Background: an optimization exercise with open tools, aiming at small area, a short achievable clock period and few clock cycles per item. Do not read the settings as production practice.
At most, simulation tests tie the RTL to the original design; equivalence was not proved.
Power figures rest on the tool's default switching activity, not on a simulated workload.

Design projection_char_segmenter, start of the top module:
module projection_char_segmenter #(
    parameter int MAX_WIDTH  = pcs_pkg::MAX_WIDTH_DEF,
    parameter int MAX_HEIGHT = pcs_pkg::MAX_HEIGHT_DEF,
    parameter int NUM_CHARS  = pcs_pkg::NUM_CHARS_DEF
) (
    input  logic                                aclk,
    input  logic                                aresetn,
    input  logic                                s_valid,
    output logic                                s_ready,
    input  logic [pcs_pkg::PIXEL_W-1:0]         s_pixel,
    output logic                                m_valid,
    input  logic                                m_ready,
    output logic [pcs_pkg::CHAR_INDEX_W-1:0]    m_char_index,
    output logic [pcs_pkg::LEFT_W-1:0]          m_left,
    output logic [pcs_pkg::TOP_W-1:0]           m_top,
    output logic [pcs_pkg::BOX_WIDTH_W-1:0]     m_box_width,
    output logic [pcs_pkg::BOX_HEIGHT_W-1:0]    m_box_height,
    output logic                                m_last,
    input  logic                                cfg_valid,
    output logic                                cfg_ready,
    input  logic [pcs_pkg::CFG_INDEX_W-1:0]     cfg_index,
    input  logic [pcs_pkg::CFG_DATA_W-1:0]      cfg_data
);
Size in the first run: roughly 2600 cells after synthesis, roughly 1700 flip-flops, roughly 63 I/O pins, ~41000 um^2 of cells after synthesis.
clock: 7.0 ns
lec_check: 0
cap_margin: 20
core_margin: 2
core_utilization: 65
cts_cluster_diameter: 60
cts_cluster_size: 32
place_density: 0.72
setup_slack_margin: 4.5
slew_margin: 20
tns_end_percent: 100
run.sh (not shown) runs the stock make flow with config.mk's settings and CLKGATE_MAP_FILE= SYNTH_SCRIPT=/design/flow/synth_recipe.tcl, a recipe that flattens the netlist after the stock synthesis.
Edit:
--- a/flow/design.v
+++ b/flow/design.v
@@ -368,26 +368,28 @@
         end
         fg_q       <= q_reg[0];
         row0_q     <= row0;
         lastrow_q  <= last_row;
         rowend_q   <= last_col;
         rowstart_q <= col0;
         inhalf_q   <= ({pr_reg, 1'b0} <= ({1'b0, hm1_reg} + 7'd1));
     end
     logic [5:0] col_base;
     logic [6:0] col_sum;
     logic [8:0] racc_reg;
+    logic [8:0] row_base;
     logic [8:0] row_sum;
     assign col_base = row0_q ? 6'd0 : head;
     assign col_sum  = {1'b0, col_base} + 7'(fg_q);
-    assign row_sum  = (rowstart_q ? 9'd0 : racc_reg) + 9'(fg_q);
+    assign row_base = rowstart_q ? 9'd0 : racc_reg;
+    assign row_sum  = row_base + 9'(fg_q);
     assign img_end  = use_q && lastrow_q && rowend_q;
     always_comb begin
         if (!use_q) begin
             ring_din = head;
         end else if (lastrow_q) begin
             ring_din = {4'd0, (col_sum > 7'(ct_reg)), (col_sum < 7'(ct_reg))};
         end else begin
             ring_din = col_sum[5:0];
         end
     end
     logic rv_q;      
@@ -397,24 +399,24 @@
     logic rfirst_q;
     logic rlast_q;
     always_ff @(posedge aclk) begin
         if (!aresetn) begin
             rv_q <= 1'b0;
         end else begin
             rv_q <= use_q && rowend_q;
         end
         if (use_q) begin
             racc_reg <= row_sum;
         end
-        rgt_q    <= row_sum > rt_reg;
-        rlt_q    <= row_sum < rt_reg;
+        rgt_q    <= fg_q ? (row_base >= rt_reg) : (row_base > rt_reg);
+        rlt_q    <= fg_q ? ((row_base + 9'd1) < rt_reg) : (row_base < rt_reg);
         rhalf_q  <= inhalf_q;
         rfirst_q <= row0_q;
         rlast_q  <= lastrow_q;
     end
     logic [5:0] top_acc;
     logic [6:0] band_acc;
     logic [5:0] top_sum;
     logic [6:0] band_sum;
     logic       show_reg;     
     logic       row0v_reg;    
     logic       row0t_reg;
=> Clock-buffer cell count came out higher by 2. Wire length is higher slightly. Core utilization fell by 0.25 points. First-iteration DRC count goes up by a few percent. Synthesized cell count is higher slightly. Final area increases slightly. Final cell count went up by a few percent. Global-route usage came out higher by 0.29 points. Clock skew goes down by 0.011 ns. Power hardly moves. Worst hold slack stays flat. Clock power barely changes.
No run of this note included a check of the RTL's function; only the layout flow was run.

--- another note on this design; it stands on its own ---

// projection_char_segmenter
module projection_char_segmenter #(
    parameter int MAX_WIDTH  = pcs_pkg::MAX_WIDTH_DEF,
    parameter int MAX_HEIGHT = pcs_pkg::MAX_HEIGHT_DEF,
    parameter int NUM_CHARS  = pcs_pkg::NUM_CHARS_DEF
) (
    input  logic                                aclk,
    input  logic                                aresetn,
    input  logic                                s_valid,
    output logic                                s_ready,
    input  logic [pcs_pkg::PIXEL_W-1:0]         s_pixel,
    output logic                                m_valid,
    input  logic                                m_ready,
    output logic [pcs_pkg::CHAR_INDEX_W-1:0]    m_char_index,
    output logic [pcs_pkg::LEFT_W-1:0]          m_left,
    output logic [pcs_pkg::TOP_W-1:0]           m_top,
    output logic [pcs_pkg::BOX_WIDTH_W-1:0]     m_box_width,
    output logic [pcs_pkg::BOX_HEIGHT_W-1:0]    m_box_height,
    output logic                                m_last,
    input  logic                                cfg_valid,
    output logic                                cfg_ready,
    input  logic [pcs_pkg::CFG_INDEX_W-1:0]     cfg_index,
    input  logic [pcs_pkg::CFG_DATA_W-1:0]      cfg_data
);
Size: ~2600 cells after synthesis, roughly 63 I/O pins.
==> flow/config.mk <==
export PLATFORM = sky130hd
export DESIGN_NAME = projection_char_segmenter
export DESIGN_NICKNAME = projection_char_segmenter
export VERILOG_FILES = /design/flow/design.v
export SDC_FILE = /design/flow/constraint.sdc
export NUM_CORES = 4
export LEC_CHECK = 0
export CAP_MARGIN = 20
export CORE_MARGIN = 2
export CORE_UTILIZATION = 65
export CTS_CLUSTER_DIAMETER = 60
export CTS_CLUSTER_SIZE = 32
export PLACE_DENSITY = 0.72
export SETUP_SLACK_MARGIN = 4.4
export SLEW_MARGIN = 20
export TNS_END_PERCENT = 100
==> flow/constraint.sdc <==
create_clock -name core_clock -period 7.0 [get_ports {aclk}]
set_input_delay 1.4000 -clock core_clock [delete_from_list [all_inputs] [get_ports {aclk}]]
set_output_delay 1.4000 -clock core_clock [all_outputs]
set_load 0.01 [all_outputs]
run.sh (not shown) runs the stock make flow with config.mk's settings and CLKGATE_MAP_FILE= SYNTH_SCRIPT=/design/flow/synth_recipe.tcl, a recipe that flattens the netlist after the stock synthesis.
The baseline finished clean.
Testbench counts at the start, summed over its fixed seeds: cycles 349,737, images 160.
Next try:
--- a/flow/config.mk
+++ b/flow/config.mk
@@ -10,6 +10,6 @@
 export CORE_UTILIZATION = 65
-export CTS_CLUSTER_DIAMETER = 60
-export CTS_CLUSTER_SIZE = 32
+export CTS_CLUSTER_DIAMETER = 80
+export CTS_CLUSTER_SIZE = 24
 export PLACE_DENSITY = 0.72
-export SETUP_SLACK_MARGIN = 4.4
+export SETUP_SLACK_MARGIN = 4.5
 export SLEW_MARGIN = 20
Effect:
- sequential share of layout area went down by 0.64 points
- via count rose by 2.1%
- hold slack hardly moves
- worst setup slack improved by 14 ps
- maximum frequency rises by 0.56%
- clock skew fell by 11 ps
- combinational power is about the same
- register-to-register slack gets better by 30 ps
- routed wire length came out higher by 0.62%
- clock power went up by 6.1%
- sequential power is about the same

-- static timing again, ports no longer ideal --
Ports are ideal in the flow. The routed layouts listed here were re-timed in OpenROAD.
Step 1, drivers: a clkbuf_16 drives aclk and a buf_2 each remaining input, both assumed.
Step 2 adds t to the input delays and takes it off the output delays; t is the mean of the earliest and latest rising clock arrival at the registers after step 1. Input paths then give back, and output paths get back, about the clock's delay inside the block.
Three values: ideal ports, drivers, drivers and shift; two values: the first two.
run | t (ns) | slack for setup (ns) | worst setup path at the end | worst data-port slew with drivers (ns) | cell pins on the clock port's net
the first run of note 1 | 0.672 | 4.305 / 4.244 / 3.754 | input to register | 0.04 | 1
the second run of note 1 | 0.676 | 4.298 / 4.237 / 3.907 | input to register | 0.06 | 1
the first run of note 2 | 0.670 | 4.392 / 4.350 / 3.845 | input to register | 0.05 | 1
the second run of note 2 | 0.691 | 4.406 / 4.350 / 3.888 | input to register | 0.03 | 1
After both steps setup and hold are still met in every run listed. For the first run of note 1, which loses most, drivers alone change the setup slack by -0.061 ns; drivers and shift together by -0.551 ns.
